What follows belongs to an exercise in optimizing a design on an open flow for small area, a short achievable clock period and few clock cycles per item; a production flow would make more cautious choices.
RTL that was checked went through simulation tests only; none was proved equivalent to the original.

==> flow/design.v <==
package cag_pkg;
  localparam int unsigned LINE_W    = 64;
  localparam int unsigned CNT_REG_W = 13;
  localparam int unsigned LEN_REG_W = 7;
  localparam int unsigned NUM_W     = 12;
  localparam int unsigned ADDR_W    = 3;
  localparam int unsigned DATA_W    = 32;
  localparam int unsigned MIN_LINES = 6;
  localparam int unsigned MAX_LINES = 4096;
  localparam int unsigned MIN_LEN   = 6;
endpackage
module cag_cell (
  input  logic [2:0] lo_i,    
  input  logic [2:0] md_i,    
  input  logic [2:0] hi_i,    
  output logic       maj_o
);
  logic lo, md, hi;
  assign lo    = |lo_i;
  assign md    = (md_i[0] & md_i[1]) | (md_i[2] & (md_i[0] | md_i[1]));
  assign hi    = &hi_i;
  assign maj_o = (lo & md) | (hi & (lo | md));
endmodule
module cag_row (
  input  logic [cag_pkg::LINE_W-1:0] above_i,
  input  logic [cag_pkg::LINE_W-1:0] cur_i,
  input  logic [cag_pkg::LINE_W-1:0] below_i,
  output logic [cag_pkg::LINE_W-1:0] maj_o
);
  logic [cag_pkg::LINE_W-1:0] col_lo, col_md, col_hi;
  assign col_lo = above_i & cur_i & below_i;
  assign col_md = (above_i & cur_i) | (below_i & (above_i | cur_i));
  assign col_hi = above_i | cur_i | below_i;
  for (genvar y = 0; y < cag_pkg::LINE_W; y++) begin : g_lane
    if (y >= 3 && y <= cag_pkg::LINE_W - 3) begin : g_cell
      cag_cell u_cell (
        .lo_i  (col_lo[y+1:y-1]),
        .md_i  (col_md[y+1:y-1]),
        .hi_i  (col_hi[y+1:y-1]),
        .maj_o (maj_o[y])
      );
    end else begin : g_none
      assign maj_o[y] = 1'b0;
    end
  end
endmodule
module cave_automaton_generation_unit (
  input  logic                          clk_i,
  input  logic                          rst_ni,
  input  logic                          psel,
  input  logic                          penable,
  input  logic                          pwrite,
  input  logic [cag_pkg::ADDR_W-1:0]    paddr,
  input  logic [cag_pkg::DATA_W-1:0]    pwdata,
  output logic [cag_pkg::DATA_W-1:0]    prdata,
  output logic                          pready,
  input  logic                          in_valid_i,
  output logic                          in_ready_o,
  input  logic [cag_pkg::LINE_W-1:0]    line_cells_i,
  output logic                          out_valid_o,
  input  logic                          out_ready_i,
  output logic [cag_pkg::LINE_W-1:0]    new_line_cells_o,
  output logic [cag_pkg::NUM_W-1:0]     line_number_o,
  output logic                          run_last_o,
  output logic                          grid_done_o
);
  localparam int unsigned W  = cag_pkg::LINE_W;
  localparam int unsigned CW = cag_pkg::CNT_REG_W;
  localparam int unsigned LW = cag_pkg::LEN_REG_W;
  localparam int unsigned NW = cag_pkg::NUM_W;
  logic [CW-1:0] line_count_q;
  logic [LW-1:0] line_length_q;
  logic [CW-1:0] rdata_q;
  logic [W-1:0]  a_q, b_q;
  logic          b_pend_q;       
  logic [NW-1:0] rem_q;          
  logic [W-1:0]  p_cells_q;
  logic          p_last_q, p_done_q;
  logic          p_full_q;       
  logic          rdy_q;          
  logic [W-1:0]  out_cells_q;
  logic [NW-1:0] out_num_q;
  logic          out_last_q, out_done_q, out_valid_q;
  logic          out_fresh_q;    
  assign pready = 1'b1;
  always_ff @(posedge clk_i or negedge rst_ni) begin
    if (!rst_ni) begin
      line_count_q  <= CW'(64);
      line_length_q <= LW'(64);
    end else if (psel && penable && pwrite) begin
      if (paddr[2]) line_length_q <= pwdata[LW-1:0];
      else          line_count_q  <= pwdata[CW-1:0];
    end
  end
  always_ff @(posedge clk_i) begin
    rdata_q <= paddr[2] ? CW'(line_length_q) : line_count_q;
  end
  assign prdata = cag_pkg::DATA_W'(rdata_q);
  logic [NW-1:0] last_row;
  logic [LW-1:0] len_eff;
  logic [W-1:0]  len_mask, col_in;
  always_comb begin
    if (line_count_q < CW'(cag_pkg::MIN_LINES))      last_row = NW'(cag_pkg::MIN_LINES - 1);
    else if (line_count_q > CW'(cag_pkg::MAX_LINES)) last_row = NW'(cag_pkg::MAX_LINES - 1);
    else                                             last_row = NW'(line_count_q - CW'(1));
    if (line_length_q < LW'(cag_pkg::MIN_LEN))       len_eff = LW'(cag_pkg::MIN_LEN);
    else if (line_length_q > LW'(W))                 len_eff = LW'(W);
    else                                             len_eff = line_length_q;
    for (int y = 0; y < W; y++) begin
      len_mask[y] = (LW'(y) < len_eff);
      col_in[y]   = (y >= 3) && (LW'(y + 3) <= len_eff);
    end
  end
  logic [W-1:0] maj, use_maj, cell_base, cell_next;
  logic         row_in, beat_last, beat_done;
  cag_row u_row (
    .above_i (a_q),
    .cur_i   (b_q),
    .below_i (line_cells_i),
    .maj_o   (maj)
  );
  logic num_restart;
  assign num_restart = out_done_q || out_fresh_q;
  assign row_in    = !num_restart && (out_num_q >= NW'(2)) && (rem_q >= NW'(2));
  assign beat_last = (rem_q != NW'(1));
  assign beat_done = (rem_q == '0);
  always_comb begin
    for (int y = 0; y < W; y++) begin
      use_maj[y]   = !p_full_q && row_in && col_in[y];
      cell_base[y] = p_full_q ? p_cells_q[y]
                              : (b_q[y] && len_mask[y] && !(row_in && col_in[y]));
      cell_next[y] = (maj[y] && use_maj[y]) || cell_base[y];
    end
  end
  logic in_fire, flush, emit, out_free, to_out, to_skid, skid_out, out_load;
  assign in_fire  = in_valid_i && !p_full_q;
  assign flush    = !p_full_q && !in_valid_i && b_pend_q && beat_done;
  assign emit     = (in_fire && b_pend_q) || flush;
  assign out_free = !out_valid_q || out_ready_i;
  assign to_out   = emit && out_free;
  assign to_skid  = emit && !out_free;
  assign skid_out = p_full_q && out_ready_i;
  assign out_load = to_out || skid_out;
  always_ff @(posedge clk_i or negedge rst_ni) begin
    if (!rst_ni) begin
      b_pend_q    <= 1'b0;
      rem_q       <= '0;
      p_full_q    <= 1'b0;
      rdy_q       <= 1'b1;
      out_valid_q <= 1'b0;
      out_fresh_q <= 1'b1;
    end else begin
      if (in_fire) begin
        b_pend_q <= 1'b1;
        rem_q    <= (!b_pend_q || beat_done) ? last_row : rem_q - NW'(1);
      end else if (flush) begin
        b_pend_q <= 1'b0;
      end
      if (p_full_q) begin
        p_full_q <= !out_ready_i;
        rdy_q    <= out_ready_i;
      end else begin
        p_full_q <= to_skid;
        rdy_q    <= !to_skid;
      end
      if (out_load)         out_valid_q <= 1'b1;
      else if (out_ready_i) out_valid_q <= 1'b0;
      if (out_load)         out_fresh_q <= 1'b0;
    end
  end
  always_ff @(posedge clk_i) begin
    if (in_fire) begin
      a_q <= b_q;
      b_q <= line_cells_i;
    end
    p_cells_q <= cell_next;
    if (!p_full_q) begin
      p_last_q  <= beat_last;
      p_done_q  <= beat_done;
    end
    if (out_load) begin
      out_cells_q <= cell_next;
      out_last_q  <= p_full_q ? p_last_q : beat_last;
      out_done_q  <= p_full_q ? p_done_q : beat_done;
      out_num_q   <= num_restart ? '0 : out_num_q + NW'(1);
    end
  end
  assign in_ready_o       = rdy_q;
  assign out_valid_o      = out_valid_q;
  assign new_line_cells_o = out_cells_q;
  assign line_number_o    = out_num_q;
  assign run_last_o       = out_last_q;
  assign grid_done_o      = out_done_q;
endmodule
clock: 6.5 ns
lec_check: 0
cap_margin: 20
core_margin: 2
core_utilization: 60
cts_buf_list: sky130_fd_sc_hd__clkbuf_16
cts_cluster_diameter: 60
cts_cluster_size: 30
place_density: 0.7
setup_slack_margin: 4.0
slew_margin: 20
run.sh (not shown) runs the stock make flow with config.mk's settings and CLKGATE_MAP_FILE= SYNTH_SCRIPT=/design/flow/synth_recipe.tcl, a recipe that flattens the netlist after the stock synthesis.
The starting point finished clean.
Change:
--- a/flow/design.v
+++ b/flow/design.v
@@ -98,5 +98,5 @@
   assign prdata = cag_pkg::DATA_W'(rdata_q);
   logic [NW-1:0] last_row;
-  logic [LW-1:0] len_eff;
+  logic [W+1:0]  len_therm;      
   logic [W-1:0]  len_mask, col_in;
   always_comb begin
@@ -104,10 +104,10 @@
     else if (line_count_q > CW'(cag_pkg::MAX_LINES)) last_row = NW'(cag_pkg::MAX_LINES - 1);
     else                                             last_row = NW'(line_count_q - CW'(1));
-    if (line_length_q < LW'(cag_pkg::MIN_LEN))       len_eff = LW'(cag_pkg::MIN_LEN);
-    else if (line_length_q > LW'(W))                 len_eff = LW'(W);
-    else                                             len_eff = line_length_q;
+    for (int k = 0; k < W + 2; k++)
+      len_therm[k] = (k < cag_pkg::MIN_LEN) ? 1'b1
+                   : (k < W) ? (line_length_q > LW'(k)) : 1'b0;
     for (int y = 0; y < W; y++) begin
-      len_mask[y] = (LW'(y) < len_eff);
-      col_in[y]   = (y >= 3) && (LW'(y + 3) <= len_eff);
+      len_mask[y] = len_therm[y];
+      col_in[y]   = (y >= 3) && len_therm[y + 2];
     end
   end
After rerunning: The new run produced a clean layout; first-iteration DRC count falls by 9.9%; final cell count falls by 2.3%; final area falls by 2.0%; non-clock buffer count falls by 10; wire length falls by 9.5%; worst setup slack gets worse by 0.026 ns; count of clock-buffer cells in the layout rises by 5.
Testbench counts after the change, summed over its fixed seeds: cycles 5,576, lines 5,552.
Function not checked in the first run of this note: the RTL went through the layout flow alone.

[re-timing with driven ports]
Ports are ideal in the flow. The routed layouts listed here were re-timed in OpenROAD.
Step 1 (the two cells are an assumption about what drives the block):
set clk [get_ports {clk_i}]
set_driving_cell -lib_cell sky130_fd_sc_hd__clkbuf_16 $clk
set_driving_cell -lib_cell sky130_fd_sc_hd__buf_2 [delete_from_list [all_inputs] $clk]
Step 2, shift: input delay + t, output delay - t, t = (earliest + latest rising clock arrival at the registers) / 2. This alone moves slack from input paths to output paths.
Three values: ideal, step 1, step 2; two values: the first two.
run	shift t [ns]	setup WS [ns]	worst hold slack (ns)	latest minus earliest clock arrival (ns)	slew at the worst register clock pin (ns)
the first run	0.631	3.945 / 3.891 / 3.368	0.459 / 0.459 / 0.459	0.019 / 0.019	0.08 / 0.08
the second run	0.626	3.920 / 3.913 / 3.297	0.450 / 0.450 / 0.450	0.020 / 0.020	0.09 / 0.09
After both steps setup and hold are still met in every run listed. For the second run, which loses most, drivers alone change the setup slack by -0.007 ns; drivers and shift together by -0.623 ns.
